This design comes from an exercise in tuning for small area, a short achievable clock period and few clock cycles per item on the open sky130 flow, not from production work. In this exercise RTL edits were held to simulation tests only and were not proved equivalent to the original.

## flow/design.v

```verilog
module cordic_iter #(
  parameter int FRAC  = 16,
  parameter int W     = 24,
  parameter int ITER  = 16,
  parameter int GUARD = 2,
  localparam int CW   = (ITER > 1) ? $clog2(ITER) : 1
) (
  input  logic          i_clk,
  input  logic          i_rst,
  input  logic          i_valid,
  output logic          o_ready,
  input  logic          i_mode,
  input  logic [W-1:0]  i_x,
  input  logic [W-1:0]  i_y,
  input  logic [W-1:0]  i_theta,
  output logic          o_valid,
  input  logic          i_ready,
  output logic [W-1:0]  o_a,
  output logic [W-1:0]  o_b,
  output logic [W-1:0]  o_z
);
  localparam int XW = W + GUARD;   
  localparam int PW = XW + W;      
  localparam int FX = 60;          
  function automatic longint atan_inv(input longint n);
    longint term;
    longint acc;
    term = (64'sd1 <<< FX) / n;
    acc  = term;
    for (int k = 1; k < 40; k++) begin
      term = term / (n * n);
      if ((k % 2) == 1) acc = acc - term / longint'(2 * k + 1);
      else              acc = acc + term / longint'(2 * k + 1);
    end
    atan_inv = acc;
  endfunction
  function automatic longint fx_round(input longint v);
    fx_round = (v + (64'sd1 <<< (FX - FRAC - 1))) >>> (FX - FRAC);
  endfunction
  localparam longint PI4_FX = 64'sd4 * atan_inv(64'sd5) - atan_inv(64'sd239);
  function automatic logic [ITER*W-1:0] build_atan();
    logic [ITER*W-1:0] tab;
    longint            a;
    tab = '0;
    for (int i = 0; i < ITER; i++) begin
      if (i == 0) a = PI4_FX;
      else        a = atan_inv(64'sd1 <<< i);
      tab[i*W +: W] = W'(fx_round(a));
    end
    build_atan = tab;
  endfunction
  localparam logic [ITER*W-1:0] ATAN_TAB = build_atan();
  localparam logic signed [W-1:0]  PI_2  = W'(fx_round(64'sd2 * PI4_FX));
  localparam logic signed [W-1:0]  K_INV =
    W'((64'sd6072529350 * (64'sd1 <<< FRAC) + 64'sd5000000000) / 64'sd10000000000);
  localparam logic signed [XW-1:0] ONE_X = XW'(64'sd1 <<< FRAC);
  localparam logic signed [PW-1:0] SAT_MAX = {{(XW + 1){1'b0}}, {(W - 1){1'b1}}};
  localparam logic signed [PW-1:0] SAT_MIN = {{(XW + 1){1'b1}}, {(W - 1){1'b0}}};
  typedef enum logic [1:0] {
    IDLE  = 2'd0,
    RUN   = 2'd1,
    SCALE = 2'd2,
    DONE  = 2'd3
  } state_t;
  state_t                state_q, state_d;
  logic [CW-1:0]         count_q, count_d;
  logic signed [XW-1:0]  x_q, x_d, y_q, y_d;
  logic signed [W-1:0]   z_q, z_d;
  logic                  mode_q, mode_d;
  logic                  zero_q, zero_d;    
  logic [W-1:0]          a_q, a_d, b_q, b_d, zo_q, zo_d;
  logic signed [XW-1:0]  in_x, in_y;
  logic signed [W-1:0]   in_th;
  logic signed [XW-1:0]  x_sh, y_sh;
  logic signed [W-1:0]   atan_i;
  logic                  d_neg;
  logic signed [PW-1:0]  prod_x, prod_y;
  function automatic logic [W-1:0] sat_scale(input logic signed [PW-1:0] p);
    logic signed [PW-1:0] s;
    s = p >>> FRAC;
    if (s > SAT_MAX)      sat_scale = SAT_MAX[W-1:0];
    else if (s < SAT_MIN) sat_scale = SAT_MIN[W-1:0];
    else                  sat_scale = s[W-1:0];
  endfunction
  always_comb begin
    state_d = state_q;
    count_d = count_q;
    x_d     = x_q;
    y_d     = y_q;
    z_d     = z_q;
    mode_d  = mode_q;
    zero_d  = zero_q;
    a_d     = a_q;
    b_d     = b_q;
    zo_d    = zo_q;
    in_x   = XW'($signed(i_x));
    in_y   = XW'($signed(i_y));
    in_th  = $signed(i_theta);
    x_sh   = x_q >>> count_q;
    y_sh   = y_q >>> count_q;
    atan_i = $signed(ATAN_TAB[int'(count_q)*W +: W]);
    d_neg  = mode_q ? (y_q >= 0) : (z_q < 0);
    prod_x = PW'(x_q) * PW'(K_INV);
    prod_y = PW'(y_q) * PW'(K_INV);
    case (state_q)
      IDLE: begin
        if (i_valid) begin
          mode_d  = i_mode;
          zero_d  = (i_x == '0) && (i_y == '0);
          count_d = '0;
          state_d = RUN;
          if (!i_mode) begin
            if (in_th > PI_2) begin
              x_d = '0;     y_d = ONE_X;  z_d = in_th - PI_2;
            end else if (in_th < -PI_2) begin
              x_d = '0;     y_d = -ONE_X; z_d = in_th + PI_2;
            end else begin
              x_d = ONE_X;  y_d = '0;     z_d = in_th;
            end
          end else begin
            if (in_x < 0 && in_y >= 0) begin
              x_d = in_y;   y_d = -in_x;  z_d = PI_2;
            end else if (in_x < 0) begin
              x_d = -in_y;  y_d = in_x;   z_d = -PI_2;
            end else begin
              x_d = in_x;   y_d = in_y;   z_d = '0;
            end
          end
        end
      end
      RUN: begin
        if (d_neg) begin
          x_d = x_q + y_sh;
          y_d = y_q - x_sh;
          z_d = z_q + atan_i;
        end else begin
          x_d = x_q - y_sh;
          y_d = y_q + x_sh;
          z_d = z_q - atan_i;
        end
        if (count_q == CW'(ITER - 1)) begin
          count_d = '0;
          state_d = SCALE;
        end else begin
          count_d = count_q + 1'b1;
        end
      end
      SCALE: begin
        a_d     = (mode_q && zero_q) ? '0 : sat_scale(prod_x);
        b_d     = mode_q ? '0 : sat_scale(prod_y);
        zo_d    = (mode_q && zero_q) ? '0 : z_q;
        state_d = DONE;
      end
      DONE: begin
        if (i_ready) state_d = IDLE;
      end
      default: state_d = IDLE;
    endcase
  end
  always_ff @(posedge i_clk) begin
    if (i_rst) begin
      state_q <= IDLE;
      count_q <= '0;
      x_q     <= '0;
      y_q     <= '0;
      z_q     <= '0;
      mode_q  <= 1'b0;
      zero_q  <= 1'b0;
      a_q     <= '0;
      b_q     <= '0;
      zo_q    <= '0;
    end else begin
      state_q <= state_d;
      count_q <= count_d;
      x_q     <= x_d;
      y_q     <= y_d;
      z_q     <= z_d;
      mode_q  <= mode_d;
      zero_q  <= zero_d;
      a_q     <= a_d;
      b_q     <= b_d;
      zo_q    <= zo_d;
    end
  end
  assign o_ready     = (state_q == IDLE);
  assign o_valid     = (state_q == DONE);
  assign o_a         = a_q;
  assign o_b         = b_q;
  assign o_z         = zo_q;
endmodule
```

## flow/run.sh

```bash
#!/bin/bash
# synth_recipe.tcl (not shown) runs the flow's synth.tcl, then flattens the netlist and writes it again
# the make line also repeats each setting of config.mk as NAME=value (left out here)
make -C /OpenROAD-flow-scripts/flow DESIGN_CONFIG=/design/flow/config.mk WORK_HOME=/design/flow/orfs CLKGATE_MAP_FILE= SYNTH_SCRIPT=/design/flow/synth_recipe.tcl finish
```

## flow/config.mk

```make
export PLATFORM = sky130hd
export DESIGN_NAME = cordic_iter
export DESIGN_NICKNAME = cordic_iter
export VERILOG_FILES = /design/flow/design.v
export SDC_FILE = /design/flow/constraint.sdc
export NUM_CORES = 4
export LEC_CHECK = 0
export CAP_MARGIN = 20
export CORE_MARGIN = 2
export CORE_UTILIZATION = 40
export SLEW_MARGIN = 20
```

## flow/constraint.sdc

```tcl
create_clock -name core_clock -period 10.0 [get_ports {i_clk}]
set_input_delay 2.0000 -clock core_clock [delete_from_list [all_inputs] [get_ports {i_clk}]]
set_output_delay 2.0000 -clock core_clock [all_outputs]
set_load 0.01 [all_outputs]
```

==> impl_metrics.ini <==
[cells_and_area]
nFillCells = 8027
insertedDiodeCount = 0
seq_area_um2 = 3130
syn2layout_area_growth_pct = 9.89
drive_gt1_share_pct = 4.87
layout.nets = 4837
multiInputGateArea_um2 = 27100

[setup_path]
reg2regPathDepth = 22
crit_required_ns = 10.43
crit_fanout = 23
path_cells = ha_1 -> xor2_1 -> ha_1 -> inv_1 -> fa_1 -> inv_1 -> fa_1 -> fa_1 -> inv_1 -> fa_1 -> inv_1 -> ha_1 -> a21oi_1 -> o21ai_0 -> a221oi_1 -> o211a_1 -> nand2_1 -> o21ai_0 -> o21ai_0 -> or4_1 -> o22ai_2 -> a221o_1
worstPathArrival_ns = 8.35
critical_path_class = register to register
critPathMaxStageDelay_ns = 0.82
start_kind = register
endpoint_kind = register
crit_slowest_cell = o22ai_2

[clock_network]
numCtsBuffers = 17
cts-root-buf = clkbuf_16
clk_latency_ns = 0.49
cts_tree = yes
clkSlewWorstSetupHoldPaths_ns = 0.08
cts_max_level = 4
cts_hold_buf = 0
post_cts_resized = 0
clock_tree.buffer_depth = 2
cts.sinks = 156
postCtsSetupRepairBufs = 0

[drt]
wirelength_um = 98400
drtIter0Drc = 2277
drt-pass1-iter-count = 5
wl_per_cell_um = 19.8
ant_nets = 0
num_vias = 27500
via_per_inst = 5.54
drc = 0

[sta]
timing.hold.ws_ns = 0.465
setup-violations-final = 0
worst_pin_slew_ns = 1.03
tns_ns = 0
finalHoldViolCount = 0
rsz0062_at_grt = false
slew_viol_final = 0
max_freq_mhz = 126
fin_crit_sh_pct = 79.2
post-route-worst-setup-slack_ns = 2.08
slew_headroom_pct = 31.4
fin_worst_skew_ns = 0.0132
min_period_ns = 7.92

[synth]
synthAdderAreaFrac_pct = 41.1
synth_edf_count = 0
ys_seq_area_share_pct = 9.42
yosysWarnings = 1
muxShareOfSynthArea_pct = 5.87
avgSynthCellArea_um2 = 8.71
ys_ff_latch = 156
synthCells = 3807
async_flop_share_pct = 0
syn-num-nets = 4758
netlist_area_um2 = 33200
synth_cell_types = 81
synth_xor_area_share_pct = 7.87
ys.flop_type = dfxtp_1
synth_top_family_by_area = adder cells
synthSimpleGateAreaFrac_pct = 10.4
synth-compound-area-share_pct = 16.3

[place]
gp_congestion = 0.936
preCtsSetupSlack_ns = 2.21
place_hpwl_um = 79700
portBuffers = 150

[floorplanning]
die_y_um = 292
die_area_um2 = 85200
io_pins = 151
dieWidth_um = 292
rows = 105
core_um2 = 82100
start_util_pct = 40.4

[global_route]
grt_overflow_total = 0
grt_pass1_wl_um = 157000
grt_max_degree = 97
antenna_found_initial = 0
groute.usage.overall_pct = 23.4
grt_pass1_vias = 26800

[hold_path]
hold_class = register to register
hold-path-cell-count = 2

[status]
outcome = timing/DRC/antenna clean

[flow_run]
drv_cap = 0
## cell usage after synthesis (6+ instances only)
cell,instances,area share (%)
or3_1,11,0.21
nand3_1,38,0.57
a22oi_1,32,0.72
nor2_1,268,3.0
buf_2,7,0.11
mux4_2,57,3.9
o41ai_1,8,0.21
o21a_1,26,0.59
nand2b_1,12,0.23
clkbuf_1,109,1.2
xnor2_1,176,4.6
or4_1,10,0.23
xor2_1,122,3.2
mux2i_1,34,1.0
nor4b_1,6,0.16
and3_1,24,0.45
a41oi_1,7,0.18
a21boi_0,9,0.20
mux2_2,24,0.81
nor2b_1,31,0.58
inv_1,648,7.3
o21ai_0,140,2.1
ha_1,515,19
and2_1,12,0.23
a21o_1,74,1.7
o211ai_1,18,0.41
a221o_1,35,1.1
dfxtp_1,156,9.4
a31oi_1,37,0.70
nand4_1,22,0.42
o31ai_1,17,0.38
a221oi_1,51,1.3
nor4_1,10,0.19
nor3_1,83,1.3
a211oi_1,52,1.2
o21bai_1,14,0.32
nand2_1,192,2.2
fa_1,359,22
a21oi_1,263,4.0
buf_1,14,0.16
## registers in the layout (all words and copies together), names as in the netlist
| signal | flops |
|---|---|
| x_q | 26 |
| y_q | 26 |
| a_q | 24 |
| b_q | 24 |
| z_q | 24 |
| zo_q | 24 |
| count_q | 4 |
| state_q | 2 |
| mode_q | 1 |
| zero_q | 1 |
## final cells by class
cell class,count,share of cell area [%]
clock buffer,17,1.17
clock inverter,15,0.491
inverter,653,6.73
multi-input combinational,2863,74.3
sequential,156,8.59
tap,1070,3.67
timing repair buffer,195,5.01
## stage by stage
stage / utilization (%) / cell area (um^2) / std cells
3_3_place_gp: 43.6 / 35800 / 4937
5_1_grt: 44.4 / 36400 / 4969
4_1_cts: 44.4 / 36400 / 4969
3_5_place_dp: 43.6 / 35800 / 4937
6_report: 44.4 / 36400 / 4969
2_1_floorplan: - / 33200 / 3807
## logic make-up after synthesis
kind of cell / Yosys count
AND/OR/NAND/NOR: 742
multiplexers: 117
adder cells (fa/ha/maj): 875
flip-flops: 156
AO/OA/AOI/OAI: 831
XOR/XNOR: 298
buffers and inverters: 788
## critical path: cells and delay by family, from the launching register on
family | cells | cell delay [ns]
AOI/OAI and AO/OA | 8 | 2.91
xor gates and xnor gates | 1 | 0.20
adders and majority gates | 7 | 3.19
buffers and inverters | 4 | 0.21
DFF | 1 | 0.77
and+or+nand+nor | 2 | 0.54
## layout by cell type, fill, tap and decap left out, types with 140 or more instances in the layout
master and count:
a21oi_1 262, clkdlybuf4s50_1 147, dfxtp_1 152, fa_1 359, ha_1 514, inv_1 648
nand2_1 192, nor2_1 267, o21ai_0 140, xnor2_1 176
## per-layer routing
| metal | up-vias | GRT usage, % | part of all wire, % |
|---|---|---|---|
| met5 | - | 0 | 0 |
| met4 | 0 | 6.94 | 2.8 |
| met3 | 113 | 3.14 | 5.2 |
| met2 | 748 | 36.9 | 46 |
| met1 | 13500 | 33.2 | 46 |
| li1 | 13200 | - | - |
## final timing paths
path / start / endpoint / slack (ns)
worst max register to register: x_q[11] / a_q[2] / 2.08
worst min register to register: b_q[21] / b_q[21] / 0.46
worst min-delay path: b_q[21] / b_q[21] / 0.46
worst max-delay path: x_q[11] / a_q[2] / 2.08
Testbench counts, summed over its fixed seeds: cycles 24,320, items 1,280.

-- afterwards: timing with drivers on the ports --
The flow's constraints put no driver on any port. The routed layout listed below was extracted and timed again, unchanged, in two steps. Step 1 (the two cells are an assumption about what drives the block):
set clk [get_ports {i_clk}]
set_driving_cell -lib_cell sky130_fd_sc_hd__clkbuf_16 $clk
set_driving_cell -lib_cell sky130_fd_sc_hd__buf_2 [delete_from_list [all_inputs] $clk]
Step 2 times the ports against the registers' clock, not the clock port: input delays grow and output delays shrink by t, the midpoint of the rising clock arrivals with the driver on. Slacks: ideal / step 1 / step 2; pairs: ideal / step 1.
t, ns: 0.552
setup WS [ns]: 2.082 / 2.082 / 2.082
worst setup path at the end: register to register
After both steps setup and hold are still met in this run. The setup slack of this run moves by 0.000 ns with the drivers and by 0.000 ns with both steps.
